This design comes from an exercise in tuning for small area, a short achievable clock period and few clock cycles on the open sky130 flow, not from production work. No functional check of the RTL was part of any run shown here.

## flow/design.v (module list and top-level ports; edited modules follow where they fit)
// module mm_engine: 3207 lines
// module mm_sys_top: 120 lines
module mm_sys_top (
  input  wire                          arm_clk,
  input  wire                          rst,
  input  wire                          job_valid,
  input  wire [3:0]                    job_m,
  input  wire [3:0]                    job_n,
  input  wire [3:0]                    job_p,
  input  wire                          data_valid,
  input  wire [31:0]                   data_word,
  output logic                         result_valid,
  output logic [31:0]                  result_data,
  output logic                         busy,
  output logic                         done
);
  // ...
==> flow/run.sh <==
#!/bin/bash
# synth_recipe.tcl (not shown) runs the flow's synth.tcl, then flattens the netlist and writes it again
# the make line also repeats each setting of config.mk as NAME=value (left out here)
make -C /OpenROAD-flow-scripts/flow DESIGN_CONFIG=/design/flow/config.mk WORK_HOME=/design/flow/orfs CLKGATE_MAP_FILE= SYNTH_SCRIPT=/design/flow/synth_recipe.tcl finish
==> flow/config.mk <==
export PLATFORM = sky130hd
export DESIGN_NAME = mm_sys_top
export DESIGN_NICKNAME = mm_sys_top
export VERILOG_FILES = /design/flow/design.v
export SDC_FILE = /design/flow/constraint.sdc
export NUM_CORES = 4
export LEC_CHECK = 0
export ABC_CLOCK_PERIOD_IN_PS = 3000
export CAP_MARGIN = 20
export CELL_PAD_IN_SITES_DETAIL_PLACEMENT = 1
export CORE_MARGIN = 2
export CORE_UTILIZATION = 30
export PLACE_DENSITY = 0.4
export SETUP_SLACK_MARGIN = 5
export SLEW_MARGIN = 20
export SYNTH_MEMORY_MAX_BITS = 16384
==> flow/constraint.sdc <==
create_clock -name core_clock -period 10.0 [get_ports {arm_clk}]
set_input_delay 2.0000 -clock core_clock [delete_from_list [all_inputs] [get_ports {arm_clk}]]
set_output_delay 2.0000 -clock core_clock [all_outputs]
set_load 0.01 [all_outputs]
==> summary.txt, run 1 <==
Clock network
  – H-tree levels: 4
  – CTS Hold Buffers Added: 0
  – Clock Path Buffers: 3
  – Worst-path clk slew: 60 ps

STA
  – Worst hold slack: approximately 370 ps
  – Final Hold Viols: 0
  – Setup Skew: approximately 64 ps
  – Setup_tns: 0 ps
  – Pins Over Slew Limit: 0
  – Worst Tran Pin Value: approximately 1000 ps

Placed design
  – Routability congestion estimate: around 0.8
  – Placed Area: roughly 0.066 sq mm
  – Port Buffers: 79

Outcome
  – Outcome: finished clean

Finish
  – Area of the multi-input gates: approximately 0.023 sq mm
  – Biggest regs: fr x512, wc x512
  – Fin area: 0.0708 sq mm
  – Clock network area share: under 10%
  – Fraction of area in multi-input gates: approximately 32%
  – Invs w/o clock: approximately 540

Setup path
  – Crit path capture: wcol_r[40]
  – Worst setup SP type: input port
  – CP required: roughly 11000 ps
  – CP max stage cell: nand2b_2
  – Setup crit end kind: flip-flop

Hold path
  – Hold Startpoint: v1

Logic synthesis
  – Post-Synth Adder-Cell Area: about 16%
  – Cell Area, Synth: 0.0617 sq mm
  – Most used DFF post-synth: edfxtp_1
  – Xor/xnor cell area share of the yosys netlist: less than 1%
  – Mux cell area share after synthesis: about 3.8%
  – Dominant cells by area after synthesis: edfxtp_1, fa_1, dfxtp_1, nand2_1, mux2i_1
  – Library cells used by synthesis: 70

Run
  – Max-cap violations: 0

Floorplan
  – # rows: between 150 and 200
  – Starting density of the core: 30.2%
  – Die H: between 400 and 500 microns

Route
  – Post-Route WL: 192 mm
  – Via count: 35700
  – Vias per std cell: ~4.8
==> run 2: changes to the inputs <==
--- a/flow/design.v
+++ b/flow/design.v
@@ -1311,104 +1311,104 @@
   wire s1275;
   wire c1276;
   wire s1277;
   wire c1278;
   wire s1279;
   wire c1280;
   wire s1281;
   wire c1282;
-  wire s1283;
-  wire c1284;
-  wire s1285;
-  wire c1286;
-  wire s1287;
-  wire c1288;
-  wire s1289;
-  wire c1290;
-  wire s1291;
-  wire c1292;
-  wire s1293;
-  wire c1294;
-  wire s1295;
-  wire c1296;
-  wire s1297;
-  wire c1298;
-  wire s1299;
-  wire c1300;
-  wire s1301;
-  wire c1302;
-  wire s1303;
-  wire c1304;
-  wire s1305;
-  wire c1306;
-  wire s1307;
-  wire c1308;
-  wire s1309;
-  wire c1310;
-  wire s1311;
-  wire c1312;
-  wire s1313;
-  wire c1314;
-  wire s1315;
-  wire c1316;
-  wire s1317;
-  wire c1318;
-  wire s1319;
-  wire c1320;
-  wire s1321;
-  wire c1322;
-  wire s1323;
-  wire c1324;
-  wire s1325;
-  wire c1326;
-  wire s1327;
-  wire c1328;
-  wire s1329;
-  wire c1330;
-  wire s1331;
-  wire c1332;
-  wire s1333;
-  wire c1334;
-  wire s1335;
-  wire c1336;
-  wire s1337;
-  wire c1338;
-  wire s1339;
-  wire c1340;
-  wire s1341;
-  wire c1342;
-  wire s1343;
-  wire c1344;
-  wire s1345;
-  wire c1346;
-  wire s1347;
-  wire c1348;
-  wire s1349;
-  wire c1350;
-  wire s1351;
-  wire c1352;
-  wire s1353;
-  wire c1354;
-  wire s1355;
-  wire c1356;
-  wire s1357;
-  wire c1358;
-  wire s1359;
-  wire c1360;
-  wire s1361;
-  wire c1362;
-  wire s1363;
-  wire c1364;
-  wire s1365;
-  wire c1366;
-  wire s1367;
-  wire c1368;
-  wire s1369;
-  wire c1370;
+  logic r1283;
+  logic r1284;
+  logic r1285;
+  logic r1286;
+  logic r1287;
+  logic r1288;
+  logic r1289;
+  logic r1290;
+  logic r1291;
+  logic r1292;
+  logic r1293;
+  logic r1294;
+  logic r1295;
+  logic r1296;
+  logic r1297;
+  logic r1298;
+  logic r1299;
+  logic r1300;
+  logic r1301;
+  logic r1302;
+  logic r1303;
+  logic r1304;
+  logic r1305;
+  logic r1306;
+  logic r1307;
+  logic r1308;
+  logic r1309;
+  logic r1310;
+  logic r1311;
+  logic r1312;
+  logic r1313;
+  logic r1314;
+  logic r1315;
+  logic r1316;
+  logic r1317;
+  logic r1318;
+  logic r1319;
+  logic r1320;
+  logic r1321;
+  logic r1322;
+  logic r1323;
+  logic r1324;
+  logic r1325;
+  logic r1326;
+  logic r1327;
+  logic r1328;
+  logic r1329;
+  logic r1330;
+  logic r1331;
+  logic r1332;
+  logic r1333;
+  logic r1334;
+  logic r1335;
+  logic r1336;
+  logic r1337;
+  logic r1338;
+  logic r1339;
+  logic r1340;
+  logic r1341;
+  logic r1342;
+  logic r1343;
+  logic r1344;
+  logic r1345;
+  logic r1346;
+  logic r1347;
+  logic r1348;
+  logic r1349;
+  logic r1350;
+  logic r1351;
+  logic r1352;
+  logic r1353;
+  logic r1354;
+  logic r1355;
+  logic r1356;
+  logic r1357;
+  logic r1358;
+  logic r1359;
+  logic r1360;
+  logic r1361;
+  logic r1362;
+  logic r1363;
+  logic r1364;
+  logic r1365;
+  logic r1366;
+  logic r1367;
+  logic r1368;
+  logic r1369;
+  logic r1370;
   logic r1371;
   logic r1372;
   logic r1373;
   logic r1374;
   logic r1375;
   logic r1376;
   logic r1377;
   logic r1378;
@@ -1452,191 +1452,234 @@
   logic r1416;
   logic r1417;
   logic r1418;
   logic r1419;
   logic r1420;
   logic r1421;
   logic r1422;
   logic r1423;
-  logic r1424;
-  logic r1425;
-  logic r1426;
-  logic r1427;
-  logic r1428;
-  logic r1429;
-  logic r1430;
-  logic r1431;
-  logic r1432;
-  logic r1433;
-  logic r1434;
-  logic r1435;
-  logic r1436;
-  logic r1437;
-  logic r1438;
-  logic r1439;
-  logic r1440;
-  logic r1441;
-  logic r1442;
-  logic r1443;
-  logic r1444;
-  logic r1445;
-  logic r1446;
-  logic r1447;
-  logic r1448;
-  logic r1449;
-  logic r1450;
-  logic r1451;
-  logic r1452;
-  logic r1453;
-  logic r1454;
-  logic r1455;
-  logic r1456;
-  logic r1457;
-  logic r1458;
-  logic r1459;
-  logic r1460;
-  logic r1461;
-  logic r1462;
-  logic r1463;
-  logic r1464;
-  logic r1465;
-  logic r1466;
-  logic r1467;
-  logic r1468;
-  wire s1469;
-  wire c1470;
-  wire s1471;
-  wire c1472;
-  wire s1473;
-  wire c1474;
-  wire s1475;
-  wire c1476;
-  wire s1477;
-  wire c1478;
-  wire s1479;
-  wire c1480;
-  wire s1481;
-  wire c1482;
-  wire s1483;
-  wire c1484;
-  wire s1485;
-  wire c1486;
-  wire s1487;
-  wire c1488;
-  wire s1489;
-  wire c1490;
-  wire s1491;
-  wire c1492;
-  wire s1493;
-  wire c1494;
-  wire s1495;
-  wire c1496;
-  wire s1497;
-  wire c1498;
-  wire s1499;
-  wire c1500;
-  wire s1501;
-  wire c1502;
-  wire s1503;
-  wire c1504;
-  wire s1505;
-  wire c1506;
-  wire s1507;
-  wire c1508;
-  wire s1509;
-  wire c1510;
-  wire s1511;
-  wire c1512;
-  wire s1513;
-  wire c1514;
-  wire s1515;
-  wire c1516;
-  wire s1517;
-  wire c1518;
-  wire s1519;
-  wire c1520;
-  wire s1521;
-  wire c1522;
-  wire s1523;
-  wire c1524;
-  wire s1525;
-  wire c1526;
-  wire s1527;
-  wire c1528;
-  wire s1529;
-  wire c1530;
-  wire s1531;
-  wire c1532;
-  wire s1533;
-  wire c1534;
-  wire s1535;
-  wire c1536;
-  wire s1537;
-  wire c1538;
-  wire s1539;
-  wire c1540;
-  wire s1541;
-  wire c1542;
-  wire s1543;
-  wire c1544;
-  wire s1545;
-  wire c1546;
-  wire s1547;
-  wire c1548;
-  wire s1549;
-  wire c1550;
-  wire s1551;
-  wire c1552;
-  wire s1553;
-  wire c1554;
-  wire s1555;
-  wire c1556;
-  wire s1557;
-  wire c1558;
-  wire s1559;
-  wire c1560;
-  wire s1561;
-  wire c1562;
-  wire s1563;
-  wire c1564;
-  wire s1565;
-  wire c1566;
-  wire s1567;
-  wire c1568;
-  wire s1569;
-  wire c1570;
-  wire s1571;
-  wire c1572;
-  wire s1573;
-  wire c1574;
-  wire s1575;
-  wire c1576;
-  wire s1577;
-  wire c1578;
-  wire s1579;
-  wire c1580;
-  wire s1581;
-  wire c1582;
-  wire s1583;
-  wire c1584;
-  wire s1585;
-  wire c1586;
-  wire s1587;
-  wire c1588;
-  wire s1589;
-  wire c1590;
-  wire s1591;
-  wire c1592;
-  wire s1593;
-  wire c1594;
-  wire s1595;
-  wire c1596;
-  wire s1597;
-  wire c1598;
+  wire s1424;
+  wire c1425;
+  wire s1426;
+  wire c1427;
+  wire s1428;
+  wire c1429;
+  wire s1430;
+  wire c1431;
+  wire s1432;
+  wire c1433;
+  wire s1434;
+  wire c1435;
+  wire s1436;
+  wire c1437;
+  wire s1438;
+  wire c1439;
+  wire s1440;
+  wire c1441;
+  wire s1442;
+  wire c1443;
+  wire s1444;
+  wire c1445;
+  wire s1446;
+  wire c1447;
+  wire s1448;
+  wire c1449;
+  wire s1450;
+  wire c1451;
+  wire s1452;
+  wire c1453;
+  wire s1454;
+  wire c1455;
+  wire s1456;
+  wire c1457;
+  wire s1458;
+  wire c1459;
+  wire s1460;
+  wire c1461;
+  wire s1462;
+  wire c1463;
+  wire s1464;
+  wire c1465;
+  wire s1466;
+  wire c1467;
+  wire s1468;
+  wire c1469;
+  wire s1470;
+  wire c1471;
+  wire s1472;
+  wire c1473;
+  wire s1474;
+  wire c1475;
+  wire s1476;
+  wire c1477;
+  wire s1478;
+  wire c1479;
+  wire s1480;
+  wire c1481;
+  wire s1482;
+  wire c1483;
+  wire s1484;
+  wire c1485;
+  wire s1486;
+  wire c1487;
+  wire s1488;
+  wire c1489;
+  wire s1490;
+  wire c1491;
+  wire s1492;
+  wire c1493;
+  wire s1494;
+  wire c1495;
+  wire s1496;
+  wire c1497;
+  wire s1498;
+  wire c1499;
+  wire s1500;
+  wire c1501;
+  wire s1502;
+  wire c1503;
+  wire s1504;
+  wire c1505;
+  wire s1506;
+  wire c1507;
+  wire s1508;
+  wire c1509;
+  wire s1510;
+  wire c1511;
+  wire s1512;
+  wire c1513;
+  wire s1514;
+  wire c1515;
+  wire s1516;
+  wire c1517;
+  wire s1518;
+  wire c1519;
+  wire s1520;
+  wire c1521;
+  wire s1522;
+  wire c1523;
+  wire s1524;
+  wire c1525;
+  wire s1526;
+  wire c1527;
+  wire s1528;
+  wire c1529;
+  wire s1530;
+  wire c1531;
+  wire s1532;
+  wire c1533;
+  wire s1534;
+  wire c1535;
+  wire s1536;
+  wire c1537;
+  wire s1538;
+  wire c1539;
+  wire s1540;
+  wire c1541;
+  wire s1542;
+  wire c1543;
+  wire s1544;
+  wire c1545;
+  wire s1546;
+  wire c1547;
+  wire s1548;
+  wire c1549;
+  wire s1550;
+  wire c1551;
+  wire s1552;
+  wire c1553;
+  wire s1554;
+  wire c1555;
+  wire s1556;
+  wire c1557;
+  wire s1558;
+  wire c1559;
+  wire s1560;
+  wire c1561;
+  wire s1562;
+  wire c1563;
+  wire s1564;
+  wire c1565;
+  wire s1566;
+  wire c1567;
+  wire s1568;
+  wire c1569;
+  wire s1570;
+  wire c1571;
+  wire s1572;
+  wire c1573;
+  wire s1574;
+  wire c1575;
+  wire s1576;
+  wire c1577;
+  wire s1578;
+  wire c1579;
+  wire s1580;
+  wire c1581;
+  wire s1582;
+  wire c1583;
+  wire s1584;
+  wire c1585;
+  wire s1586;
+  wire c1587;
+  wire s1588;
+  wire c1589;
+  wire s1590;
+  wire c1591;
+  wire s1592;
+  wire c1593;
+  wire s1594;
+  wire c1595;
+  wire s1596;
+  wire c1597;
+  wire s1598;
+  wire c1599;
+  wire s1600;
+  wire c1601;
+  wire s1602;
+  wire c1603;
+  wire s1604;
+  wire c1605;
+  wire s1606;
+  wire c1607;
+  wire s1608;
+  wire c1609;
+  wire s1610;
+  wire c1611;
+  wire s1612;
+  wire c1613;
+  wire s1614;
+  wire c1615;
+  wire s1616;
+  wire c1617;
+  wire s1618;
+  wire c1619;
+  wire s1620;
+  wire c1621;
+  wire s1622;
+  wire c1623;
+  wire s1624;
+  wire c1625;
+  wire s1626;
+  wire c1627;
+  wire s1628;
+  wire c1629;
+  wire s1630;
+  wire c1631;
+  wire s1632;
+  wire c1633;
+  wire s1634;
+  wire c1635;
+  wire s1636;
+  wire c1637;
+  wire s1638;
+  wire c1639;
+  wire s1640;
+  wire c1641;
   assign pp1 = f[0] & w[0];
   assign pp2 = f[0] & w[1];
   assign pp3 = f[0] & w[2];
   assign pp4 = f[0] & w[3];
   assign pp5 = f[0] & w[4];
   assign pp6 = f[0] & w[5];
   assign pp7 = f[0] & w[6];
   assign pp8 = ~(f[0] & w[7]);
@@ -2909,336 +2952,379 @@
   assign s1275 = s1171 ^ s1173 ^ s1175;
   assign c1276 = (s1171 & s1173) | (s1171 & s1175) | (s1173 & s1175);
   assign s1277 = c1022 ^ c1024 ^ c1026;
   assign c1278 = (c1022 & c1024) | (c1022 & c1026) | (c1024 & c1026);
   assign s1279 = c1028 ^ c1160 ^ c1162;
   assign c1280 = (c1028 & c1160) | (c1028 & c1162) | (c1160 & c1162);
   assign s1281 = c1164 ^ c1166 ^ c1168;
   assign c1282 = (c1164 & c1166) | (c1164 & c1168) | (c1166 & c1168);
-  assign s1283 = pp1 ^ pp65 ^ pp129;
-  assign c1284 = (pp1 & pp65) | (pp1 & pp129) | (pp65 & pp129);
-  assign s1285 = s1177 ^ s1179 ^ pp265;
-  assign c1286 = (s1177 & s1179) | (s1177 & pp265) | (s1179 & pp265);
-  assign s1287 = pp322 ^ pp329 ^ pp386;
-  assign c1288 = (pp322 & pp329) | (pp322 & pp386) | (pp329 & pp386);
-  assign s1289 = s1181 ^ s1183 ^ s1185;
-  assign c1290 = (s1181 & s1183) | (s1181 & s1185) | (s1183 & s1185);
-  assign s1291 = pp458 ^ pp465 ^ c1030;
-  assign c1292 = (pp458 & pp465) | (pp458 & c1030) | (pp465 & c1030);
-  assign s1293 = c1032 ^ c1178;
-  assign c1294 = c1032 & c1178;
-  assign s1295 = s1187 ^ s1189 ^ s1191;
-  assign c1296 = (s1187 & s1189) | (s1187 & s1191) | (s1189 & s1191);
-  assign s1297 = s1193 ^ c1038 ^ c1040;
-  assign c1298 = (s1193 & c1038) | (s1193 & c1040) | (c1038 & c1040);
-  assign s1299 = c1182 ^ c1184 ^ c1186;
-  assign c1300 = (c1182 & c1184) | (c1182 & c1186) | (c1184 & c1186);
-  assign s1301 = s1195 ^ s1197 ^ s1199;
-  assign c1302 = (s1195 & s1197) | (s1195 & s1199) | (s1197 & s1199);
-  assign s1303 = s1201 ^ c1050 ^ c1188;
-  assign c1304 = (s1201 & c1050) | (s1201 & c1188) | (c1050 & c1188);
-  assign s1305 = c1190 ^ c1192 ^ c1194;
-  assign c1306 = (c1190 & c1192) | (c1190 & c1194) | (c1192 & c1194);
-  assign s1307 = s1203 ^ s1205 ^ s1207;
-  assign c1308 = (s1203 & s1205) | (s1203 & s1207) | (s1205 & s1207);
-  assign s1309 = s1209 ^ c1062 ^ c1196;
-  assign c1310 = (s1209 & c1062) | (s1209 & c1196) | (c1062 & c1196);
-  assign s1311 = c1198 ^ c1200 ^ c1202;
-  assign c1312 = (c1198 & c1200) | (c1198 & c1202) | (c1200 & c1202);
-  assign s1313 = s1211 ^ s1213 ^ s1215;
-  assign c1314 = (s1211 & s1213) | (s1211 & s1215) | (s1213 & s1215);
-  assign s1315 = s1217 ^ c1074 ^ c1204;
-  assign c1316 = (s1217 & c1074) | (s1217 & c1204) | (c1074 & c1204);
-  assign s1317 = c1206 ^ c1208 ^ c1210;
-  assign c1318 = (c1206 & c1208) | (c1206 & c1210) | (c1208 & c1210);
-  assign s1319 = s1219 ^ s1221 ^ s1223;
-  assign c1320 = (s1219 & s1221) | (s1219 & s1223) | (s1221 & s1223);
-  assign s1321 = s1225 ^ c1086 ^ c1212;
-  assign c1322 = (s1225 & c1086) | (s1225 & c1212) | (c1086 & c1212);
-  assign s1323 = c1214 ^ c1216 ^ c1218;
-  assign c1324 = (c1214 & c1216) | (c1214 & c1218) | (c1216 & c1218);
-  assign s1325 = s1227 ^ s1229 ^ s1231;
-  assign c1326 = (s1227 & s1229) | (s1227 & s1231) | (s1229 & s1231);
-  assign s1327 = s1233 ^ c1098 ^ c1220;
-  assign c1328 = (s1233 & c1098) | (s1233 & c1220) | (c1098 & c1220);
-  assign s1329 = c1222 ^ c1224 ^ c1226;
-  assign c1330 = (c1222 & c1224) | (c1222 & c1226) | (c1224 & c1226);
-  assign s1331 = s1235 ^ s1237 ^ s1239;
-  assign c1332 = (s1235 & s1237) | (s1235 & s1239) | (s1237 & s1239);
-  assign s1333 = s1241 ^ c1110 ^ c1228;
-  assign c1334 = (s1241 & c1110) | (s1241 & c1228) | (c1110 & c1228);
-  assign s1335 = c1230 ^ c1232 ^ c1234;
-  assign c1336 = (c1230 & c1232) | (c1230 & c1234) | (c1232 & c1234);
-  assign s1337 = s1243 ^ s1245 ^ s1247;
-  assign c1338 = (s1243 & s1245) | (s1243 & s1247) | (s1245 & s1247);
-  assign s1339 = s1249 ^ c1122 ^ c1236;
-  assign c1340 = (s1249 & c1122) | (s1249 & c1236) | (c1122 & c1236);
-  assign s1341 = c1238 ^ c1240 ^ c1242;
-  assign c1342 = (c1238 & c1240) | (c1238 & c1242) | (c1240 & c1242);
-  assign s1343 = s1251 ^ s1253 ^ s1255;
-  assign c1344 = (s1251 & s1253) | (s1251 & s1255) | (s1253 & s1255);
-  assign s1345 = s1257 ^ c1134 ^ c1244;
-  assign c1346 = (s1257 & c1134) | (s1257 & c1244) | (c1134 & c1244);
-  assign s1347 = c1246 ^ c1248 ^ c1250;
-  assign c1348 = (c1246 & c1248) | (c1246 & c1250) | (c1248 & c1250);
-  assign s1349 = s1259 ^ s1261 ^ s1263;
-  assign c1350 = (s1259 & s1261) | (s1259 & s1263) | (s1261 & s1263);
-  assign s1351 = s1265 ^ c1146 ^ c1252;
-  assign c1352 = (s1265 & c1146) | (s1265 & c1252) | (c1146 & c1252);
-  assign s1353 = c1254 ^ c1256 ^ c1258;
-  assign c1354 = (c1254 & c1256) | (c1254 & c1258) | (c1256 & c1258);
-  assign s1355 = s1267 ^ s1269 ^ s1271;
-  assign c1356 = (s1267 & s1269) | (s1267 & s1271) | (s1269 & s1271);
-  assign s1357 = s1273 ^ c1158 ^ c1260;
-  assign c1358 = (s1273 & c1158) | (s1273 & c1260) | (c1158 & c1260);
-  assign s1359 = c1262 ^ c1264 ^ c1266;
-  assign c1360 = (c1262 & c1264) | (c1262 & c1266) | (c1264 & c1266);
-  assign s1361 = s1275 ^ s1277 ^ s1279;
-  assign c1362 = (s1275 & s1277) | (s1275 & s1279) | (s1277 & s1279);
-  assign s1363 = s1281 ^ c1170 ^ c1268;
-  assign c1364 = (s1281 & c1170) | (s1281 & c1268) | (c1170 & c1268);
-  assign s1365 = c1270 ^ c1272 ^ c1274;
-  assign c1366 = (c1270 & c1272) | (c1270 & c1274) | (c1272 & c1274);
-  assign s1367 = c1172 ^ c1174 ^ c1176;
-  assign c1368 = (c1172 & c1174) | (c1172 & c1176) | (c1174 & c1176);
-  assign s1369 = c1276 ^ c1278 ^ c1280;
-  assign c1370 = (c1276 & c1278) | (c1276 & c1280) | (c1278 & c1280);
-  assign s1469 = r1371 ^ r1372 ^ r1373;
-  assign c1470 = (r1371 & r1372) | (r1371 & r1373) | (r1372 & r1373);
-  assign s1471 = r1377 ^ r1378 ^ r1379;
-  assign c1472 = (r1377 & r1378) | (r1377 & r1379) | (r1378 & r1379);
-  assign s1473 = r1380 ^ r1381;
-  assign c1474 = r1380 & r1381;
-  assign s1475 = r1383 ^ r1384 ^ r1385;
-  assign c1476 = (r1383 & r1384) | (r1383 & r1385) | (r1384 & r1385);
-  assign s1477 = r1386 ^ r1387 ^ r1388;
-  assign c1478 = (r1386 & r1387) | (r1386 & r1388) | (r1387 & r1388);
-  assign s1479 = r1389 ^ r1390 ^ r1391;
-  assign c1480 = (r1389 & r1390) | (r1389 & r1391) | (r1390 & r1391);
-  assign s1481 = r1392 ^ r1393 ^ r1394;
-  assign c1482 = (r1392 & r1393) | (r1392 & r1394) | (r1393 & r1394);
-  assign s1483 = r1395 ^ r1396 ^ r1397;
-  assign c1484 = (r1395 & r1396) | (r1395 & r1397) | (r1396 & r1397);
-  assign s1485 = r1398 ^ r1399 ^ r1400;
-  assign c1486 = (r1398 & r1399) | (r1398 & r1400) | (r1399 & r1400);
-  assign s1487 = r1401 ^ r1402 ^ r1403;
-  assign c1488 = (r1401 & r1402) | (r1401 & r1403) | (r1402 & r1403);
-  assign s1489 = r1404 ^ r1405 ^ r1406;
-  assign c1490 = (r1404 & r1405) | (r1404 & r1406) | (r1405 & r1406);
-  assign s1491 = r1407 ^ r1408 ^ r1409;
-  assign c1492 = (r1407 & r1408) | (r1407 & r1409) | (r1408 & r1409);
-  assign s1493 = r1410 ^ r1411 ^ r1412;
-  assign c1494 = (r1410 & r1411) | (r1410 & r1412) | (r1411 & r1412);
-  assign s1495 = r1413 ^ r1414 ^ r1415;
-  assign c1496 = (r1413 & r1414) | (r1413 & r1415) | (r1414 & r1415);
-  assign s1497 = r1416 ^ r1417 ^ r1418;
-  assign c1498 = (r1416 & r1417) | (r1416 & r1418) | (r1417 & r1418);
-  assign s1499 = r1419 ^ r1420 ^ r1421;
-  assign c1500 = (r1419 & r1420) | (r1419 & r1421) | (r1420 & r1421);
-  assign s1501 = r1422 ^ r1423 ^ r1424;
-  assign c1502 = (r1422 & r1423) | (r1422 & r1424) | (r1423 & r1424);
-  assign s1503 = r1425 ^ r1426 ^ r1427;
-  assign c1504 = (r1425 & r1426) | (r1425 & r1427) | (r1426 & r1427);
-  assign s1505 = r1428 ^ r1429 ^ r1430;
-  assign c1506 = (r1428 & r1429) | (r1428 & r1430) | (r1429 & r1430);
-  assign s1507 = r1431 ^ r1432 ^ r1433;
-  assign c1508 = (r1431 & r1432) | (r1431 & r1433) | (r1432 & r1433);
-  assign s1509 = r1434 ^ r1435 ^ r1436;
-  assign c1510 = (r1434 & r1435) | (r1434 & r1436) | (r1435 & r1436);
-  assign s1511 = r1437 ^ r1438 ^ r1439;
-  assign c1512 = (r1437 & r1438) | (r1437 & r1439) | (r1438 & r1439);
-  assign s1513 = r1440 ^ r1441 ^ r1442;
-  assign c1514 = (r1440 & r1441) | (r1440 & r1442) | (r1441 & r1442);
-  assign s1515 = r1443 ^ r1444 ^ r1445;
-  assign c1516 = (r1443 & r1444) | (r1443 & r1445) | (r1444 & r1445);
-  assign s1517 = r1446 ^ r1447 ^ r1448;
-  assign c1518 = (r1446 & r1447) | (r1446 & r1448) | (r1447 & r1448);
-  assign s1519 = r1449 ^ r1450 ^ r1451;
-  assign c1520 = (r1449 & r1450) | (r1449 & r1451) | (r1450 & r1451);
-  assign s1521 = r1452 ^ r1453 ^ r1454;
-  assign c1522 = (r1452 & r1453) | (r1452 & r1454) | (r1453 & r1454);
-  assign s1523 = r1455 ^ r1456 ^ r1457;
-  assign c1524 = (r1455 & r1456) | (r1455 & r1457) | (r1456 & r1457);
-  assign s1525 = r1458 ^ r1459 ^ r1460;
-  assign c1526 = (r1458 & r1459) | (r1458 & r1460) | (r1459 & r1460);
-  assign s1527 = r1461 ^ r1462 ^ r1463;
-  assign c1528 = (r1461 & r1462) | (r1461 & r1463) | (r1462 & r1463);
-  assign s1529 = r1464 ^ r1465 ^ r1466;
-  assign c1530 = (r1464 & r1465) | (r1464 & r1466) | (r1465 & r1466);
-  assign s1531 = s1469 ^ r1374;
-  assign c1532 = s1469 & r1374;
-  assign s1533 = s1471 ^ s1473 ^ r1382;
-  assign c1534 = (s1471 & s1473) | (s1471 & r1382) | (s1473 & r1382);
-  assign s1535 = s1475 ^ s1477 ^ c1472;
-  assign c1536 = (s1475 & s1477) | (s1475 & c1472) | (s1477 & c1472);
-  assign s1537 = s1479 ^ s1481 ^ c1476;
-  assign c1538 = (s1479 & s1481) | (s1479 & c1476) | (s1481 & c1476);
-  assign s1539 = s1483 ^ s1485 ^ c1480;
-  assign c1540 = (s1483 & s1485) | (s1483 & c1480) | (s1485 & c1480);
-  assign s1541 = s1487 ^ s1489 ^ c1484;
-  assign c1542 = (s1487 & s1489) | (s1487 & c1484) | (s1489 & c1484);
-  assign s1543 = s1491 ^ s1493 ^ c1488;
-  assign c1544 = (s1491 & s1493) | (s1491 & c1488) | (s1493 & c1488);
-  assign s1545 = s1495 ^ s1497 ^ c1492;
-  assign c1546 = (s1495 & s1497) | (s1495 & c1492) | (s1497 & c1492);
-  assign s1547 = s1499 ^ s1501 ^ c1496;
-  assign c1548 = (s1499 & s1501) | (s1499 & c1496) | (s1501 & c1496);
-  assign s1549 = s1503 ^ s1505 ^ c1500;
-  assign c1550 = (s1503 & s1505) | (s1503 & c1500) | (s1505 & c1500);
-  assign s1551 = s1507 ^ s1509 ^ c1504;
-  assign c1552 = (s1507 & s1509) | (s1507 & c1504) | (s1509 & c1504);
-  assign s1553 = s1511 ^ s1513 ^ c1508;
-  assign c1554 = (s1511 & s1513) | (s1511 & c1508) | (s1513 & c1508);
-  assign s1555 = s1515 ^ s1517 ^ c1512;
-  assign c1556 = (s1515 & s1517) | (s1515 & c1512) | (s1517 & c1512);
-  assign s1557 = s1519 ^ s1521 ^ c1516;
-  assign c1558 = (s1519 & s1521) | (s1519 & c1516) | (s1521 & c1516);
-  assign s1559 = s1523 ^ s1525 ^ c1520;
-  assign c1560 = (s1523 & s1525) | (s1523 & c1520) | (s1525 & c1520);
-  assign s1561 = s1527 ^ s1529 ^ c1524;
-  assign c1562 = (s1527 & s1529) | (s1527 & c1524) | (s1529 & c1524);
-  assign s1563 = r1467 ^ r1468 ^ c1528;
-  assign c1564 = (r1467 & r1468) | (r1467 & c1528) | (r1468 & c1528);
-  assign s1565 = s1531 ^ r1375;
-  assign c1566 = s1531 & r1375;
-  assign s1567 = s1533 ^ c1470 ^ c1532;
-  assign c1568 = (s1533 & c1470) | (s1533 & c1532) | (c1470 & c1532);
-  assign s1569 = s1535 ^ c1474 ^ c1534;
-  assign c1570 = (s1535 & c1474) | (s1535 & c1534) | (c1474 & c1534);
-  assign s1571 = s1537 ^ c1478 ^ c1536;
-  assign c1572 = (s1537 & c1478) | (s1537 & c1536) | (c1478 & c1536);
-  assign s1573 = s1539 ^ c1482 ^ c1538;
-  assign c1574 = (s1539 & c1482) | (s1539 & c1538) | (c1482 & c1538);
-  assign s1575 = s1541 ^ c1486 ^ c1540;
-  assign c1576 = (s1541 & c1486) | (s1541 & c1540) | (c1486 & c1540);
-  assign s1577 = s1543 ^ c1490 ^ c1542;
-  assign c1578 = (s1543 & c1490) | (s1543 & c1542) | (c1490 & c1542);
-  assign s1579 = s1545 ^ c1494 ^ c1544;
-  assign c1580 = (s1545 & c1494) | (s1545 & c1544) | (c1494 & c1544);
-  assign s1581 = s1547 ^ c1498 ^ c1546;
-  assign c1582 = (s1547 & c1498) | (s1547 & c1546) | (c1498 & c1546);
-  assign s1583 = s1549 ^ c1502 ^ c1548;
-  assign c1584 = (s1549 & c1502) | (s1549 & c1548) | (c1502 & c1548);
-  assign s1585 = s1551 ^ c1506 ^ c1550;
-  assign c1586 = (s1551 & c1506) | (s1551 & c1550) | (c1506 & c1550);
-  assign s1587 = s1553 ^ c1510 ^ c1552;
-  assign c1588 = (s1553 & c1510) | (s1553 & c1552) | (c1510 & c1552);
-  assign s1589 = s1555 ^ c1514 ^ c1554;
-  assign c1590 = (s1555 & c1514) | (s1555 & c1554) | (c1514 & c1554);
-  assign s1591 = s1557 ^ c1518 ^ c1556;
-  assign c1592 = (s1557 & c1518) | (s1557 & c1556) | (c1518 & c1556);
-  assign s1593 = s1559 ^ c1522 ^ c1558;
-  assign c1594 = (s1559 & c1522) | (s1559 & c1558) | (c1522 & c1558);
-  assign s1595 = s1561 ^ c1526 ^ c1560;
-  assign c1596 = (s1561 & c1526) | (s1561 & c1560) | (c1526 & c1560);
-  assign s1597 = s1563 ^ c1530 ^ c1562;
-  assign c1598 = (s1563 & c1530) | (s1563 & c1562) | (c1530 & c1562);
+  assign s1424 = r1283 ^ r1284 ^ r1285;
+  assign c1425 = (r1283 & r1284) | (r1283 & r1285) | (r1284 & r1285);
+  assign s1426 = r1291 ^ r1292 ^ r1293;
+  assign c1427 = (r1291 & r1292) | (r1291 & r1293) | (r1292 & r1293);
+  assign s1428 = r1294 ^ r1295 ^ r1296;
+  assign c1429 = (r1294 & r1295) | (r1294 & r1296) | (r1295 & r1296);
+  assign s1430 = r1300 ^ r1301 ^ r1302;
+  assign c1431 = (r1300 & r1301) | (r1300 & r1302) | (r1301 & r1302);
+  assign s1432 = r1303 ^ r1304 ^ r1305;
+  assign c1433 = (r1303 & r1304) | (r1303 & r1305) | (r1304 & r1305);
+  assign s1434 = r1306 ^ r1307;
+  assign c1435 = r1306 & r1307;
+  assign s1436 = r1309 ^ r1310 ^ r1311;
+  assign c1437 = (r1309 & r1310) | (r1309 & r1311) | (r1310 & r1311);
+  assign s1438 = r1312 ^ r1313 ^ r1314;
+  assign c1439 = (r1312 & r1313) | (r1312 & r1314) | (r1313 & r1314);
+  assign s1440 = r1315 ^ r1316 ^ r1317;
+  assign c1441 = (r1315 & r1316) | (r1315 & r1317) | (r1316 & r1317);
+  assign s1442 = r1318 ^ r1319 ^ r1320;
+  assign c1443 = (r1318 & r1319) | (r1318 & r1320) | (r1319 & r1320);
+  assign s1444 = r1321 ^ r1322 ^ r1323;
+  assign c1445 = (r1321 & r1322) | (r1321 & r1323) | (r1322 & r1323);
+  assign s1446 = r1324 ^ r1325 ^ r1326;
+  assign c1447 = (r1324 & r1325) | (r1324 & r1326) | (r1325 & r1326);
+  assign s1448 = r1327 ^ r1328 ^ r1329;
+  assign c1449 = (r1327 & r1328) | (r1327 & r1329) | (r1328 & r1329);
+  assign s1450 = r1330 ^ r1331 ^ r1332;
+  assign c1451 = (r1330 & r1331) | (r1330 & r1332) | (r1331 & r1332);
+  assign s1452 = r1333 ^ r1334 ^ r1335;
+  assign c1453 = (r1333 & r1334) | (r1333 & r1335) | (r1334 & r1335);
+  assign s1454 = r1336 ^ r1337 ^ r1338;
+  assign c1455 = (r1336 & r1337) | (r1336 & r1338) | (r1337 & r1338);
+  assign s1456 = r1339 ^ r1340 ^ r1341;
+  assign c1457 = (r1339 & r1340) | (r1339 & r1341) | (r1340 & r1341);
+  assign s1458 = r1342 ^ r1343 ^ r1344;
+  assign c1459 = (r1342 & r1343) | (r1342 & r1344) | (r1343 & r1344);
+  assign s1460 = r1345 ^ r1346 ^ r1347;
+  assign c1461 = (r1345 & r1346) | (r1345 & r1347) | (r1346 & r1347);
+  assign s1462 = r1348 ^ r1349 ^ r1350;
+  assign c1463 = (r1348 & r1349) | (r1348 & r1350) | (r1349 & r1350);
+  assign s1464 = r1351 ^ r1352 ^ r1353;
+  assign c1465 = (r1351 & r1352) | (r1351 & r1353) | (r1352 & r1353);
+  assign s1466 = r1354 ^ r1355 ^ r1356;
+  assign c1467 = (r1354 & r1355) | (r1354 & r1356) | (r1355 & r1356);
+  assign s1468 = r1357 ^ r1358 ^ r1359;
+  assign c1469 = (r1357 & r1358) | (r1357 & r1359) | (r1358 & r1359);
+  assign s1470 = r1360 ^ r1361 ^ r1362;
+  assign c1471 = (r1360 & r1361) | (r1360 & r1362) | (r1361 & r1362);
+  assign s1472 = r1363 ^ r1364 ^ r1365;
+  assign c1473 = (r1363 & r1364) | (r1363 & r1365) | (r1364 & r1365);
+  assign s1474 = r1366 ^ r1367 ^ r1368;
+  assign c1475 = (r1366 & r1367) | (r1366 & r1368) | (r1367 & r1368);
+  assign s1476 = r1369 ^ r1370 ^ r1371;
+  assign c1477 = (r1369 & r1370) | (r1369 & r1371) | (r1370 & r1371);
+  assign s1478 = r1372 ^ r1373 ^ r1374;
+  assign c1479 = (r1372 & r1373) | (r1372 & r1374) | (r1373 & r1374);
+  assign s1480 = r1375 ^ r1376 ^ r1377;
+  assign c1481 = (r1375 & r1376) | (r1375 & r1377) | (r1376 & r1377);
+  assign s1482 = r1378 ^ r1379 ^ r1380;
+  assign c1483 = (r1378 & r1379) | (r1378 & r1380) | (r1379 & r1380);
+  assign s1484 = r1381 ^ r1382 ^ r1383;
+  assign c1485 = (r1381 & r1382) | (r1381 & r1383) | (r1382 & r1383);
+  assign s1486 = r1384 ^ r1385 ^ r1386;
+  assign c1487 = (r1384 & r1385) | (r1384 & r1386) | (r1385 & r1386);
+  assign s1488 = r1387 ^ r1388 ^ r1389;
+  assign c1489 = (r1387 & r1388) | (r1387 & r1389) | (r1388 & r1389);
+  assign s1490 = r1390 ^ r1391 ^ r1392;
+  assign c1491 = (r1390 & r1391) | (r1390 & r1392) | (r1391 & r1392);
+  assign s1492 = r1393 ^ r1394 ^ r1395;
+  assign c1493 = (r1393 & r1394) | (r1393 & r1395) | (r1394 & r1395);
+  assign s1494 = r1396 ^ r1397 ^ r1398;
+  assign c1495 = (r1396 & r1397) | (r1396 & r1398) | (r1397 & r1398);
+  assign s1496 = r1399 ^ r1400 ^ r1401;
+  assign c1497 = (r1399 & r1400) | (r1399 & r1401) | (r1400 & r1401);
+  assign s1498 = r1402 ^ r1403 ^ r1404;
+  assign c1499 = (r1402 & r1403) | (r1402 & r1404) | (r1403 & r1404);
+  assign s1500 = r1405 ^ r1406 ^ r1407;
+  assign c1501 = (r1405 & r1406) | (r1405 & r1407) | (r1406 & r1407);
+  assign s1502 = r1408 ^ r1409 ^ r1410;
+  assign c1503 = (r1408 & r1409) | (r1408 & r1410) | (r1409 & r1410);
+  assign s1504 = r1411 ^ r1412 ^ r1413;
+  assign c1505 = (r1411 & r1412) | (r1411 & r1413) | (r1412 & r1413);
+  assign s1506 = r1414 ^ r1415 ^ r1416;
+  assign c1507 = (r1414 & r1415) | (r1414 & r1416) | (r1415 & r1416);
+  assign s1508 = r1417 ^ r1418 ^ r1419;
+  assign c1509 = (r1417 & r1418) | (r1417 & r1419) | (r1418 & r1419);
+  assign s1510 = r1420 ^ r1421 ^ r1422;
+  assign c1511 = (r1420 & r1421) | (r1420 & r1422) | (r1421 & r1422);
+  assign s1512 = s1424 ^ r1286 ^ r1287;
+  assign c1513 = (s1424 & r1286) | (s1424 & r1287) | (r1286 & r1287);
+  assign s1514 = s1426 ^ s1428 ^ r1297;
+  assign c1515 = (s1426 & s1428) | (s1426 & r1297) | (s1428 & r1297);
+  assign s1516 = r1298 ^ r1299;
+  assign c1517 = r1298 & r1299;
+  assign s1518 = s1430 ^ s1432 ^ s1434;
+  assign c1519 = (s1430 & s1432) | (s1430 & s1434) | (s1432 & s1434);
+  assign s1520 = r1308 ^ c1427 ^ c1429;
+  assign c1521 = (r1308 & c1427) | (r1308 & c1429) | (c1427 & c1429);
+  assign s1522 = s1436 ^ s1438 ^ s1440;
+  assign c1523 = (s1436 & s1438) | (s1436 & s1440) | (s1438 & s1440);
+  assign s1524 = c1431 ^ c1433 ^ c1435;
+  assign c1525 = (c1431 & c1433) | (c1431 & c1435) | (c1433 & c1435);
+  assign s1526 = s1442 ^ s1444 ^ s1446;
+  assign c1527 = (s1442 & s1444) | (s1442 & s1446) | (s1444 & s1446);
+  assign s1528 = c1437 ^ c1439 ^ c1441;
+  assign c1529 = (c1437 & c1439) | (c1437 & c1441) | (c1439 & c1441);
+  assign s1530 = s1448 ^ s1450 ^ s1452;
+  assign c1531 = (s1448 & s1450) | (s1448 & s1452) | (s1450 & s1452);
+  assign s1532 = c1443 ^ c1445 ^ c1447;
+  assign c1533 = (c1443 & c1445) | (c1443 & c1447) | (c1445 & c1447);
+  assign s1534 = s1454 ^ s1456 ^ s1458;
+  assign c1535 = (s1454 & s1456) | (s1454 & s1458) | (s1456 & s1458);
+  assign s1536 = c1449 ^ c1451 ^ c1453;
+  assign c1537 = (c1449 & c1451) | (c1449 & c1453) | (c1451 & c1453);
+  assign s1538 = s1460 ^ s1462 ^ s1464;
+  assign c1539 = (s1460 & s1462) | (s1460 & s1464) | (s1462 & s1464);
+  assign s1540 = c1455 ^ c1457 ^ c1459;
+  assign c1541 = (c1455 & c1457) | (c1455 & c1459) | (c1457 & c1459);
+  assign s1542 = s1466 ^ s1468 ^ s1470;
+  assign c1543 = (s1466 & s1468) | (s1466 & s1470) | (s1468 & s1470);
+  assign s1544 = c1461 ^ c1463 ^ c1465;
+  assign c1545 = (c1461 & c1463) | (c1461 & c1465) | (c1463 & c1465);
+  assign s1546 = s1472 ^ s1474 ^ s1476;
+  assign c1547 = (s1472 & s1474) | (s1472 & s1476) | (s1474 & s1476);
+  assign s1548 = c1467 ^ c1469 ^ c1471;
+  assign c1549 = (c1467 & c1469) | (c1467 & c1471) | (c1469 & c1471);
+  assign s1550 = s1478 ^ s1480 ^ s1482;
+  assign c1551 = (s1478 & s1480) | (s1478 & s1482) | (s1480 & s1482);
+  assign s1552 = c1473 ^ c1475 ^ c1477;
+  assign c1553 = (c1473 & c1475) | (c1473 & c1477) | (c1475 & c1477);
+  assign s1554 = s1484 ^ s1486 ^ s1488;
+  assign c1555 = (s1484 & s1486) | (s1484 & s1488) | (s1486 & s1488);
+  assign s1556 = c1479 ^ c1481 ^ c1483;
+  assign c1557 = (c1479 & c1481) | (c1479 & c1483) | (c1481 & c1483);
+  assign s1558 = s1490 ^ s1492 ^ s1494;
+  assign c1559 = (s1490 & s1492) | (s1490 & s1494) | (s1492 & s1494);
+  assign s1560 = c1485 ^ c1487 ^ c1489;
+  assign c1561 = (c1485 & c1487) | (c1485 & c1489) | (c1487 & c1489);
+  assign s1562 = s1496 ^ s1498 ^ s1500;
+  assign c1563 = (s1496 & s1498) | (s1496 & s1500) | (s1498 & s1500);
+  assign s1564 = c1491 ^ c1493 ^ c1495;
+  assign c1565 = (c1491 & c1493) | (c1491 & c1495) | (c1493 & c1495);
+  assign s1566 = s1502 ^ s1504 ^ s1506;
+  assign c1567 = (s1502 & s1504) | (s1502 & s1506) | (s1504 & s1506);
+  assign s1568 = c1497 ^ c1499 ^ c1501;
+  assign c1569 = (c1497 & c1499) | (c1497 & c1501) | (c1499 & c1501);
+  assign s1570 = s1508 ^ s1510 ^ r1423;
+  assign c1571 = (s1508 & s1510) | (s1508 & r1423) | (s1510 & r1423);
+  assign s1572 = c1503 ^ c1505 ^ c1507;
+  assign c1573 = (c1503 & c1505) | (c1503 & c1507) | (c1505 & c1507);
+  assign s1574 = s1512 ^ r1288;
+  assign c1575 = s1512 & r1288;
+  assign s1576 = s1514 ^ s1516 ^ c1425;
+  assign c1577 = (s1514 & s1516) | (s1514 & c1425) | (s1516 & c1425);
+  assign s1578 = s1518 ^ s1520 ^ c1515;
+  assign c1579 = (s1518 & s1520) | (s1518 & c1515) | (s1520 & c1515);
+  assign s1580 = s1522 ^ s1524 ^ c1519;
+  assign c1581 = (s1522 & s1524) | (s1522 & c1519) | (s1524 & c1519);
+  assign s1582 = s1526 ^ s1528 ^ c1523;
+  assign c1583 = (s1526 & s1528) | (s1526 & c1523) | (s1528 & c1523);
+  assign s1584 = s1530 ^ s1532 ^ c1527;
+  assign c1585 = (s1530 & s1532) | (s1530 & c1527) | (s1532 & c1527);
+  assign s1586 = s1534 ^ s1536 ^ c1531;
+  assign c1587 = (s1534 & s1536) | (s1534 & c1531) | (s1536 & c1531);
+  assign s1588 = s1538 ^ s1540 ^ c1535;
+  assign c1589 = (s1538 & s1540) | (s1538 & c1535) | (s1540 & c1535);
+  assign s1590 = s1542 ^ s1544 ^ c1539;
+  assign c1591 = (s1542 & s1544) | (s1542 & c1539) | (s1544 & c1539);
+  assign s1592 = s1546 ^ s1548 ^ c1543;
+  assign c1593 = (s1546 & s1548) | (s1546 & c1543) | (s1548 & c1543);
+  assign s1594 = s1550 ^ s1552 ^ c1547;
+  assign c1595 = (s1550 & s1552) | (s1550 & c1547) | (s1552 & c1547);
+  assign s1596 = s1554 ^ s1556 ^ c1551;
+  assign c1597 = (s1554 & s1556) | (s1554 & c1551) | (s1556 & c1551);
+  assign s1598 = s1558 ^ s1560 ^ c1555;
+  assign c1599 = (s1558 & s1560) | (s1558 & c1555) | (s1560 & c1555);
+  assign s1600 = s1562 ^ s1564 ^ c1559;
+  assign c1601 = (s1562 & s1564) | (s1562 & c1559) | (s1564 & c1559);
+  assign s1602 = s1566 ^ s1568 ^ c1563;
+  assign c1603 = (s1566 & s1568) | (s1566 & c1563) | (s1568 & c1563);
+  assign s1604 = s1570 ^ s1572 ^ c1567;
+  assign c1605 = (s1570 & s1572) | (s1570 & c1567) | (s1572 & c1567);
+  assign s1606 = c1509 ^ c1511 ^ c1571;
+  assign c1607 = (c1509 & c1511) | (c1509 & c1571) | (c1511 & c1571);
+  assign s1608 = s1574 ^ r1289;
+  assign c1609 = s1574 & r1289;
+  assign s1610 = s1576 ^ c1513 ^ c1575;
+  assign c1611 = (s1576 & c1513) | (s1576 & c1575) | (c1513 & c1575);
+  assign s1612 = s1578 ^ c1517 ^ c1577;
+  assign c1613 = (s1578 & c1517) | (s1578 & c1577) | (c1517 & c1577);
+  assign s1614 = s1580 ^ c1521 ^ c1579;
+  assign c1615 = (s1580 & c1521) | (s1580 & c1579) | (c1521 & c1579);
+  assign s1616 = s1582 ^ c1525 ^ c1581;
+  assign c1617 = (s1582 & c1525) | (s1582 & c1581) | (c1525 & c1581);
+  assign s1618 = s1584 ^ c1529 ^ c1583;
+  assign c1619 = (s1584 & c1529) | (s1584 & c1583) | (c1529 & c1583);
+  assign s1620 = s1586 ^ c1533 ^ c1585;
+  assign c1621 = (s1586 & c1533) | (s1586 & c1585) | (c1533 & c1585);
+  assign s1622 = s1588 ^ c1537 ^ c1587;
+  assign c1623 = (s1588 & c1537) | (s1588 & c1587) | (c1537 & c1587);
+  assign s1624 = s1590 ^ c1541 ^ c1589;
+  assign c1625 = (s1590 & c1541) | (s1590 & c1589) | (c1541 & c1589);
+  assign s1626 = s1592 ^ c1545 ^ c1591;
+  assign c1627 = (s1592 & c1545) | (s1592 & c1591) | (c1545 & c1591);
+  assign s1628 = s1594 ^ c1549 ^ c1593;
+  assign c1629 = (s1594 & c1549) | (s1594 & c1593) | (c1549 & c1593);
+  assign s1630 = s1596 ^ c1553 ^ c1595;
+  assign c1631 = (s1596 & c1553) | (s1596 & c1595) | (c1553 & c1595);
+  assign s1632 = s1598 ^ c1557 ^ c1597;
+  assign c1633 = (s1598 & c1557) | (s1598 & c1597) | (c1557 & c1597);
+  assign s1634 = s1600 ^ c1561 ^ c1599;
+  assign c1635 = (s1600 & c1561) | (s1600 & c1599) | (c1561 & c1599);
+  assign s1636 = s1602 ^ c1565 ^ c1601;
+  assign c1637 = (s1602 & c1565) | (s1602 & c1601) | (c1565 & c1601);
+  assign s1638 = s1604 ^ c1569 ^ c1603;
+  assign c1639 = (s1604 & c1569) | (s1604 & c1603) | (c1569 & c1603);
+  assign s1640 = s1606 ^ c1573 ^ c1605;
+  assign c1641 = (s1606 & c1573) | (s1606 & c1605) | (c1573 & c1605);
   always_ff @(posedge clk) begin
-    r1371 <= s1283;
-    r1372 <= pp193;
-    r1373 <= pp257;
-    r1374 <= pp321;
-    r1375 <= pp385;
-    r1376 <= pp449;
-    r1377 <= s1285;
-    r1378 <= s1287;
-    r1379 <= pp393;
-    r1380 <= pp450;
-    r1381 <= pp457;
-    r1382 <= c1284;
-    r1383 <= s1289;
-    r1384 <= s1291;
-    r1385 <= s1293;
-    r1386 <= c1180;
-    r1387 <= c1286;
-    r1388 <= c1288;
-    r1389 <= s1295;
-    r1390 <= s1297;
-    r1391 <= s1299;
-    r1392 <= c1290;
-    r1393 <= c1292;
-    r1394 <= c1294;
-    r1395 <= s1301;
-    r1396 <= s1303;
-    r1397 <= s1305;
-    r1398 <= c1296;
-    r1399 <= c1298;
-    r1400 <= c1300;
-    r1401 <= s1307;
-    r1402 <= s1309;
-    r1403 <= s1311;
-    r1404 <= c1302;
-    r1405 <= c1304;
-    r1406 <= c1306;
-    r1407 <= s1313;
-    r1408 <= s1315;
-    r1409 <= s1317;
-    r1410 <= c1308;
-    r1411 <= c1310;
-    r1412 <= c1312;
-    r1413 <= s1319;
-    r1414 <= s1321;
-    r1415 <= s1323;
-    r1416 <= c1314;
-    r1417 <= c1316;
-    r1418 <= c1318;
-    r1419 <= s1325;
-    r1420 <= s1327;
-    r1421 <= s1329;
-    r1422 <= c1320;
-    r1423 <= c1322;
-    r1424 <= c1324;
-    r1425 <= s1331;
-    r1426 <= s1333;
-    r1427 <= s1335;
-    r1428 <= c1326;
-    r1429 <= c1328;
-    r1430 <= c1330;
-    r1431 <= s1337;
-    r1432 <= s1339;
-    r1433 <= s1341;
-    r1434 <= c1332;
-    r1435 <= c1334;
-    r1436 <= c1336;
-    r1437 <= s1343;
-    r1438 <= s1345;
-    r1439 <= s1347;
-    r1440 <= c1338;
-    r1441 <= c1340;
-    r1442 <= c1342;
-    r1443 <= s1349;
-    r1444 <= s1351;
-    r1445 <= s1353;
-    r1446 <= c1344;
-    r1447 <= c1346;
-    r1448 <= c1348;
-    r1449 <= s1355;
-    r1450 <= s1357;
-    r1451 <= s1359;
-    r1452 <= c1350;
-    r1453 <= c1352;
-    r1454 <= c1354;
-    r1455 <= s1361;
-    r1456 <= s1363;
-    r1457 <= s1365;
-    r1458 <= c1356;
-    r1459 <= c1358;
-    r1460 <= c1360;
-    r1461 <= s1367;
-    r1462 <= s1369;
-    r1463 <= c1282;
-    r1464 <= c1362;
-    r1465 <= c1364;
-    r1466 <= c1366;
-    r1467 <= c1368;
-    r1468 <= c1370;
+    r1283 <= pp1;
+    r1284 <= pp65;
+    r1285 <= pp129;
+    r1286 <= pp193;
+    r1287 <= pp257;
+    r1288 <= pp321;
+    r1289 <= pp385;
+    r1290 <= pp449;
+    r1291 <= s1177;
+    r1292 <= s1179;
+    r1293 <= pp265;
+    r1294 <= pp322;
+    r1295 <= pp329;
+    r1296 <= pp386;
+    r1297 <= pp393;
+    r1298 <= pp450;
+    r1299 <= pp457;
+    r1300 <= s1181;
+    r1301 <= s1183;
+    r1302 <= s1185;
+    r1303 <= pp458;
+    r1304 <= pp465;
+    r1305 <= c1030;
+    r1306 <= c1032;
+    r1307 <= c1178;
+    r1308 <= c1180;
+    r1309 <= s1187;
+    r1310 <= s1189;
+    r1311 <= s1191;
+    r1312 <= s1193;
+    r1313 <= c1038;
+    r1314 <= c1040;
+    r1315 <= c1182;
+    r1316 <= c1184;
+    r1317 <= c1186;
+    r1318 <= s1195;
+    r1319 <= s1197;
+    r1320 <= s1199;
+    r1321 <= s1201;
+    r1322 <= c1050;
+    r1323 <= c1188;
+    r1324 <= c1190;
+    r1325 <= c1192;
+    r1326 <= c1194;
+    r1327 <= s1203;
+    r1328 <= s1205;
+    r1329 <= s1207;
+    r1330 <= s1209;
+    r1331 <= c1062;
+    r1332 <= c1196;
+    r1333 <= c1198;
+    r1334 <= c1200;
+    r1335 <= c1202;
+    r1336 <= s1211;
+    r1337 <= s1213;
+    r1338 <= s1215;
+    r1339 <= s1217;
+    r1340 <= c1074;
+    r1341 <= c1204;
+    r1342 <= c1206;
+    r1343 <= c1208;
+    r1344 <= c1210;
+    r1345 <= s1219;
+    r1346 <= s1221;
+    r1347 <= s1223;
+    r1348 <= s1225;
+    r1349 <= c1086;
+    r1350 <= c1212;
+    r1351 <= c1214;
+    r1352 <= c1216;
+    r1353 <= c1218;
+    r1354 <= s1227;
+    r1355 <= s1229;
+    r1356 <= s1231;
+    r1357 <= s1233;
+    r1358 <= c1098;
+    r1359 <= c1220;
+    r1360 <= c1222;
+    r1361 <= c1224;
+    r1362 <= c1226;
+    r1363 <= s1235;
+    r1364 <= s1237;
+    r1365 <= s1239;
+    r1366 <= s1241;
+    r1367 <= c1110;
+    r1368 <= c1228;
+    r1369 <= c1230;
+    r1370 <= c1232;
+    r1371 <= c1234;
+    r1372 <= s1243;
+    r1373 <= s1245;
+    r1374 <= s1247;
+    r1375 <= s1249;
+    r1376 <= c1122;
+    r1377 <= c1236;
+    r1378 <= c1238;
+    r1379 <= c1240;
+    r1380 <= c1242;
+    r1381 <= s1251;
+    r1382 <= s1253;
+    r1383 <= s1255;
+    r1384 <= s1257;
+    r1385 <= c1134;
+    r1386 <= c1244;
+    r1387 <= c1246;
+    r1388 <= c1248;
+    r1389 <= c1250;
+    r1390 <= s1259;
+    r1391 <= s1261;
+    r1392 <= s1263;
+    r1393 <= s1265;
+    r1394 <= c1146;
+    r1395 <= c1252;
+    r1396 <= c1254;
+    r1397 <= c1256;
+    r1398 <= c1258;
+    r1399 <= s1267;
+    r1400 <= s1269;
+    r1401 <= s1271;
+    r1402 <= s1273;
+    r1403 <= c1158;
+    r1404 <= c1260;
+    r1405 <= c1262;
+    r1406 <= c1264;
+    r1407 <= c1266;
+    r1408 <= s1275;
+    r1409 <= s1277;
+    r1410 <= s1279;
+    r1411 <= s1281;
+    r1412 <= c1170;
+    r1413 <= c1268;
+    r1414 <= c1270;
+    r1415 <= c1272;
+    r1416 <= c1274;
+    r1417 <= c1172;
+    r1418 <= c1174;
+    r1419 <= c1176;
+    r1420 <= c1276;
+    r1421 <= c1278;
+    r1422 <= c1280;
+    r1423 <= c1282;
   end
-  assign res = {1'b1, c1564, s1597, s1595, s1593, s1591, s1589, s1587, s1585, s1583, s1581, s1579, s1577, s1575, s1573, s1571, s1569, s1567, s1565}
-             + {1'b0, c1598, c1596, c1594, c1592, c1590, c1588, c1586, c1584, c1582, c1580, c1578, c1576, c1574, c1572, c1570, c1568, c1566, r1376};
+  assign res = {1'b1, c1607, s1640, s1638, s1636, s1634, s1632, s1630, s1628, s1626, s1624, s1622, s1620, s1618, s1616, s1614, s1612, s1610, s1608}
+             + {1'b0, c1641, c1639, c1637, c1635, c1633, c1631, c1629, c1627, c1625, c1623, c1621, c1619, c1617, c1615, c1613, c1611, c1609, r1290};
 endmodule
 `default_nettype wire
 `timescale 1ns/1ps
 `default_nettype none
 module mm_sys_top (
   input  wire                          arm_clk,
   input  wire                          rst,
   input  wire                          job_valid,
@@ -3253,73 +3339,81 @@
   output logic                         done
 );
   localparam logic [1:0] PH_F = 2'd0;   
   localparam logic [1:0] PH_W = 2'd1;   
   localparam logic [1:0] PH_O = 2'd2;   
   localparam logic [1:0] PH_E = 2'd3;   
   logic [1:0] phase;
   logic [2:0] mm1, nm1, pm1;   
-  logic [2:0] k, i, j;
+  logic [2:0] k;
   logic       g;
+  logic [7:0] fi, fj;          
+  logic       op_last;         
   logic       v1, last1;
   logic [7:0][7:0][7:0] fr;   
   logic [7:0][7:0][7:0] wc;   
-  wire accept = job_valid & ~busy;
-  wire f_two  = mm1[2];    
-  wire w_two  = pm1[2];    
-  wire ld_f   = busy & (phase == PH_F) & data_valid;
-  wire ld_w   = busy & (phase == PH_W) & data_valid;
-  wire issue  = busy & (phase == PH_O);
-  wire last0  = (i == mm1) & (j == pm1);
+  wire accept  = job_valid & ~busy;
+  wire f_two   = mm1[2];    
+  wire w_two   = pm1[2];    
+  wire in_f    = busy & (phase == PH_F);
+  wire in_w    = busy & (phase == PH_W);
+  wire ld_f    = in_f & data_valid;
+  wire ld_w    = in_w & data_valid;
+  wire issue   = busy & (phase == PH_O);
+  wire f_end   = (g == f_two) & (k == nm1);
+  wire w_end   = (g == w_two) & (k == nm1);
+  wire advance = issue | (ld_w & w_end);   
+  wire wrap_j  = |(fj & (8'b1 << pm1));
   always_ff @(posedge arm_clk or posedge rst) begin
     if (rst) begin
       busy         <= 1'b0;
       done         <= 1'b0;
       phase        <= PH_F;
       v1           <= 1'b0;
       last1        <= 1'b0;
       result_valid <= 1'b0;
     end else begin
       v1           <= issue;
-      last1        <= issue & last0;
+      last1        <= issue & op_last;
       result_valid <= v1;
       done         <= last1;
       if (accept) begin
         busy  <= 1'b1;
         phase <= PH_F;
       end else if (last1) begin
         busy <= 1'b0;
       end
-      if (ld_f && (g == f_two) && (k == nm1)) phase <= PH_W;
-      if (ld_w && (g == w_two) && (k == nm1)) phase <= PH_O;
-      if (issue && last0) phase <= PH_E;
+      if (ld_f && f_end) phase <= PH_W;
+      if (ld_w && w_end) phase <= PH_O;
+      if (issue && op_last) phase <= PH_E;
     end
   end
   always_ff @(posedge arm_clk) begin
     if (accept) begin
       mm1 <= job_m[2:0] - 3'd1;
       nm1 <= job_n[2:0] - 3'd1;
       pm1 <= job_p[2:0] - 3'd1;
       k   <= 3'd0;
       g   <= 1'b0;
-      i   <= 3'd0;
-      j   <= 3'd0;
+      fi  <= 8'd1;
+      fj  <= 8'd1;
     end
     if (ld_f || ld_w) begin
       if (g == (ld_f ? f_two : w_two)) begin
         g <= 1'b0;
         k <= (k == nm1) ? 3'd0 : k + 3'd1;
       end else begin
         g <= 1'b1;
       end
     end
-    if (issue) begin
-      i <= i_s;
-      j <= j_s;
+    if (advance) begin
+      op_last <= |(fi & (8'b1 << mm1)) & wrap_j;
+      fj      <= wrap_j ? 8'd1 : {fj[6:0], 1'b0};
+      if (wrap_j) fi <= {fi[6:0], 1'b0};
     end
   end
   always_ff @(posedge arm_clk) begin
     for (int l = 0; l < 4; l++) begin
       for (int h = 0; h < 2; h++) begin
         if (ld_f && g == h[0]) begin
           fr[4*h+l][0] <= data_word[8*l +: 8];
           for (int q = 1; q < 8; q++) fr[4*h+l][q] <= fr[4*h+l][q-1];
@@ -3327,35 +3421,31 @@
         if (ld_w && g == h[0]) begin
           wc[4*h+l][0] <= data_word[8*l +: 8];
           for (int q = 1; q < 8; q++) wc[4*h+l][q] <= wc[4*h+l][q-1];
         end
       end
     end
   end
   logic [7:0][7:0] frow_r, wcol_r;
-  logic [2:0]      i_s, j_s;
+  logic [7:0][7:0] frow, wcol;
   logic [7:0]      kmask;
-  always_comb begin
-    i_s = i;
-    j_s = j;
-    if (issue) begin
-      if (j == pm1) begin
-        j_s = 3'd0;
-        i_s = i + 3'd1;
-      end else begin
-        j_s = j + 3'd1;
-      end
-    end
-  end
   for (genvar q = 0; q < 8; q++) begin : g_mask
     assign kmask[q] = (q <= nm1);   
   end
+  always_comb begin
+    frow = '0;
+    wcol = '0;
+    for (int r = 0; r < 8; r++) begin
+      frow = frow | (fr[r] & {64{fi[r]}});
+      wcol = wcol | (wc[r] & {64{fj[r]}});
+    end
+  end
   always_ff @(posedge arm_clk) begin
-    for (int q = 0; q < 8; q++) frow_r[q] <= fr[i_s][q] & {8{kmask[q]}};
-    if (ld_w && !g) wcol_r <= {wc[0][6:0], data_word[7:0]};
-    else            wcol_r <= wc[j_s];
+    for (int q = 0; q < 8; q++) frow_r[q] <= frow[q] & {8{kmask[q]}};
+    if (issue)          wcol_r <= wcol;
+    else if (ld_w && !g) wcol_r <= {wcol_r[6:0], data_word[7:0]};
   end
   logic [18:0] sum;
   mm_engine u_dot (.clk(arm_clk), .f(frow_r), .w(wcol_r), .res(sum));
   always_ff @(posedge arm_clk) result_data <= {{13{sum[18]}}, sum};
 endmodule
 `default_nettype wire
==> run 2 against run 1 <==
Compared with the run above: still clean; via count shrank 8.6%; flip-flop and latch count grew 54; wire length shrank 8.1%; register-to-register slack gained 120 ps; clock skew shrank 32 ps; setup slack gained 280 ps.
==> summary.txt, run 2 <==
Placed design
  – Port Buffers: 79 (unchanged)
  – Placed Area: 0.0641 sq mm (was 0.0657 sq mm)
  – Post-Place Setup Slack: 4620 ps (was 4130 ps)
  – Routability congestion estimate: 0.804 (was 0.807)

Clock network
  – Clock Path Buffers: 3 (unchanged)
  – CTS Hold Buffers Added: 0 (unchanged)
  – CTS Buf Count: 152 (unchanged)
  – H-tree levels: 4 (unchanged)
  – Worst-path clk slew: 60 ps (about the same)
  – Worst-Skew Late Latency: 800 ps (was 810 ps)
  – Post-CTS Setup Bufs: 0 (was 4)
  – CTS tree: done (unchanged)

Finish
  – Fin area: 0.0690 sq mm (was 0.0708 sq mm)
  – Biggest regs: fr x512, wc x512 (unchanged)
  – Area of the multi-input gates: 0.0194 sq mm (was 0.0227 sq mm)
  – Reg area: 0.0382 sq mm (was 0.0364 sq mm)
  – Number of nets in the layout: 4611 (was 5234)
  – Filler instances: 20300 (was 21300)
  – Most frequent cells in the layout: edfxtp_1, inv_1, fa_1, and2_1, dfxtp_1 (was edfxtp_1, nand2_1, inv_1, fa_1, and2_1)

Setup path
  – Critical path class: flip-flop to flip-flop (was input port to flip-flop)
  – CP arrival: 5250 ps (was 5470 ps)
  – CP required: 10740 ps (was 10680 ps)
  – Max FO, Critical Path: 4 (was 78)
  – Setup crit end kind: flip-flop (unchanged)
  – Worst setup startpoint: u_dot.r1305 (was data_valid)
  – Worst setup SP type: flip-flop (was input port)

Route
  – Post-route DRC: 0 (unchanged)
  – Number of routed nets with antenna violations: 0 (unchanged)
  – DR pass1 iterations: 5 (was 6)
  – Drt wl/cell: 25.7 microns (was 25.6 microns)
  – Via count: 32700 (was 35700)
  – Post-Route WL: 176 mm (was 192 mm)
  – Vias per std cell: 4.78 (was 4.77)

STA
  – Worst hold slack: 361 ps (was 372 ps)
  – Setup_tns: 0 ps (unchanged)
  – Period minus WS final: 4520 ps (was 4800 ps)
  – Pins Over Slew Limit: 0 (unchanged)
  – Fmax achieved: 0.221 GHz (was 0.209 GHz)
  – Relative slew slack: 27.8% (was 30.1%)
  – Worst Tran Pin Value: 1080 ps (was 1050 ps)
  – Setup Skew: 31.7 ps (was 63.5 ps)
  – RSZ-0062 raised after global routing: false (unchanged)
  – Final Hold Viols: 0 (unchanged)

Outcome
  – Outcome: finished clean (unchanged)

Floorplan
  – Die area: 0.204 sq mm (was 0.209 sq mm)
  – Die Wd: 451 microns (was 457 microns)
  – Starting density of the core: 30.1% (was 30.2%)
  – Die H: 451 microns (was 457 microns)
  – # rows: 164 (was 166)

Logic synthesis
  – Number of synthesized flops with an enable pin: 1107 (was 1040)
  – Yosys top cell area share: 55.4% (was 50.6%)
  – Dominant cells by area after synthesis: edfxtp_1, fa_1, dfxtp_1, and2_1, inv_1 (was edfxtp_1, fa_1, dfxtp_1, nand2_1, mux2i_1)
  – Library cells used by synthesis: 59 (was 70)
  – Cell Area, Synth: 0.0600 sq mm (was 0.0617 sq mm)
  – Syn Nets: 4485 (was 5128)
  – Commonest cells in the netlist: edfxtp_1, inv_1, fa_1, and2_1, dfxtp_1 (was edfxtp_1, nand2_1, inv_1, fa_1, and2_1)
  – Most used DFF post-synth: edfxtp_1 (unchanged)
  – Area leader, netlist: edfxtp_1 (unchanged)
  – Fraction of registers with async set/reset: 0.519% (was 0.541%)

Run
  – Max-cap violations: 0 (unchanged)

Global routing
  – Largest net degree at the start of global routing: 150 (unchanged)
  – Grt peak-use layer: met2 (unchanged)
  – Met3 Usage GRT: 2.47% (was 2.41%)

Hold path
  – Hold Startpoint: v1 (unchanged)
-- run 2: metrics by stage --
step | std cells
5_1_grt | 6831
4_1_cts | 6829
3_5_place_dp | 6547
3_3_place_gp | 6547
6_report | 6838
2_1_floorplan | 3920
-- run 2: worst paths after layout --
check / to / slack (ps) / cells after the start
worst max-delay path: result_data[18] / 5480 / 14
worst min-delay path: result_valid / 360 / 0
worst max register to register: result_data[18] / 5480 / 14
worst min register to register: result_valid / 360 / 0
max in group asynchronous: last1 / 8220 / 2
min in group asynchronous: result_valid / 1490 / 2
-- run 2: kinds of logic (layout without fill, tap and decap cells) --
| family | Yosys count | after routing | synth area share [%] |
|---|---|---|---|
| other | 0 | 8 | 0 |
| xor gates and xnor gates | 24 | 24 | 0.350 |
| and+or+nand+nor | 660 | 660 | 5.64 |
| DFF | 1349 | 1349 | 63.5 |
| buffers and inverters | 666 | 920 | 4.29 |
| adders and majority gates | 517 | 517 | 16.7 |
| muxes | 16 | 16 | 0.392 |
| AOI/OAI and AO/OA | 688 | 688 | 9.10 |
-- run 2: final cells by class --
type                       count  area share (%)
sequential                  1349            55.3
multi-input combinational   1905            28.1
clock buffer                 221            6.21
inverter                     492            2.68
clock inverter                61           0.937
timing repair buffer         146            1.98
antenna                        8          0.0290
tap                         2656            4.81
-- run 2: worst max-delay path, stage by stage (launching register included) --
cell       delay (ps)
dfxtp_1           310
inv_1              50
fa_1              520
inv_1              50
fa_1              480
fa_1              550
inv_1              60
fa_1              530
inv_1              40
ha_1              330
nor2b_1           170
o2111ai_1         460
nand3_1           220
a211oi_1          430
o221a_2           260
-- run 2: metal layers --
metal	vias to the layer above	part of all wire, %
li1	14300	-
met1	17600	48
met2	614	47
met3	198	3.7
met4	0	1.7
met5	-	0

-- separate check: timing with driven ports --
The flow's constraints put no driver on any port. The routed layouts listed below were extracted and timed again, unchanged, in two steps.
Step 1 (the two cells are an assumption about what drives the block):
set clk [get_ports {arm_clk}]
set_driving_cell -lib_cell sky130_fd_sc_hd__clkbuf_16 $clk
set_driving_cell -lib_cell sky130_fd_sc_hd__buf_2 [delete_from_list [all_inputs] $clk]
Step 2, shift: input delay + t, output delay - t, t = (earliest + latest rising clock arrival at the registers) / 2. This alone moves slack from input paths to output paths.
Slacks: ideal ports / drivers / drivers and shift; pairs: ideal ports / drivers.
| run | t, ns | setup WS [ns] | slew at the worst register clock pin (ns) | cell pins on the clock port's net |
|---|---|---|---|---|
| run 1 | 0.857 | 5.205 / 5.262 / 4.405 | 0.06 / 0.06 | 1 |
| run 2 | 0.867 | 5.482 / 5.482 / 4.833 | 0.06 / 0.06 | 1 |
After both steps every run listed still meets setup and hold. The setup slack of run 1, which loses most, moves by +0.057 ns with the drivers and by -0.800 ns with both steps.
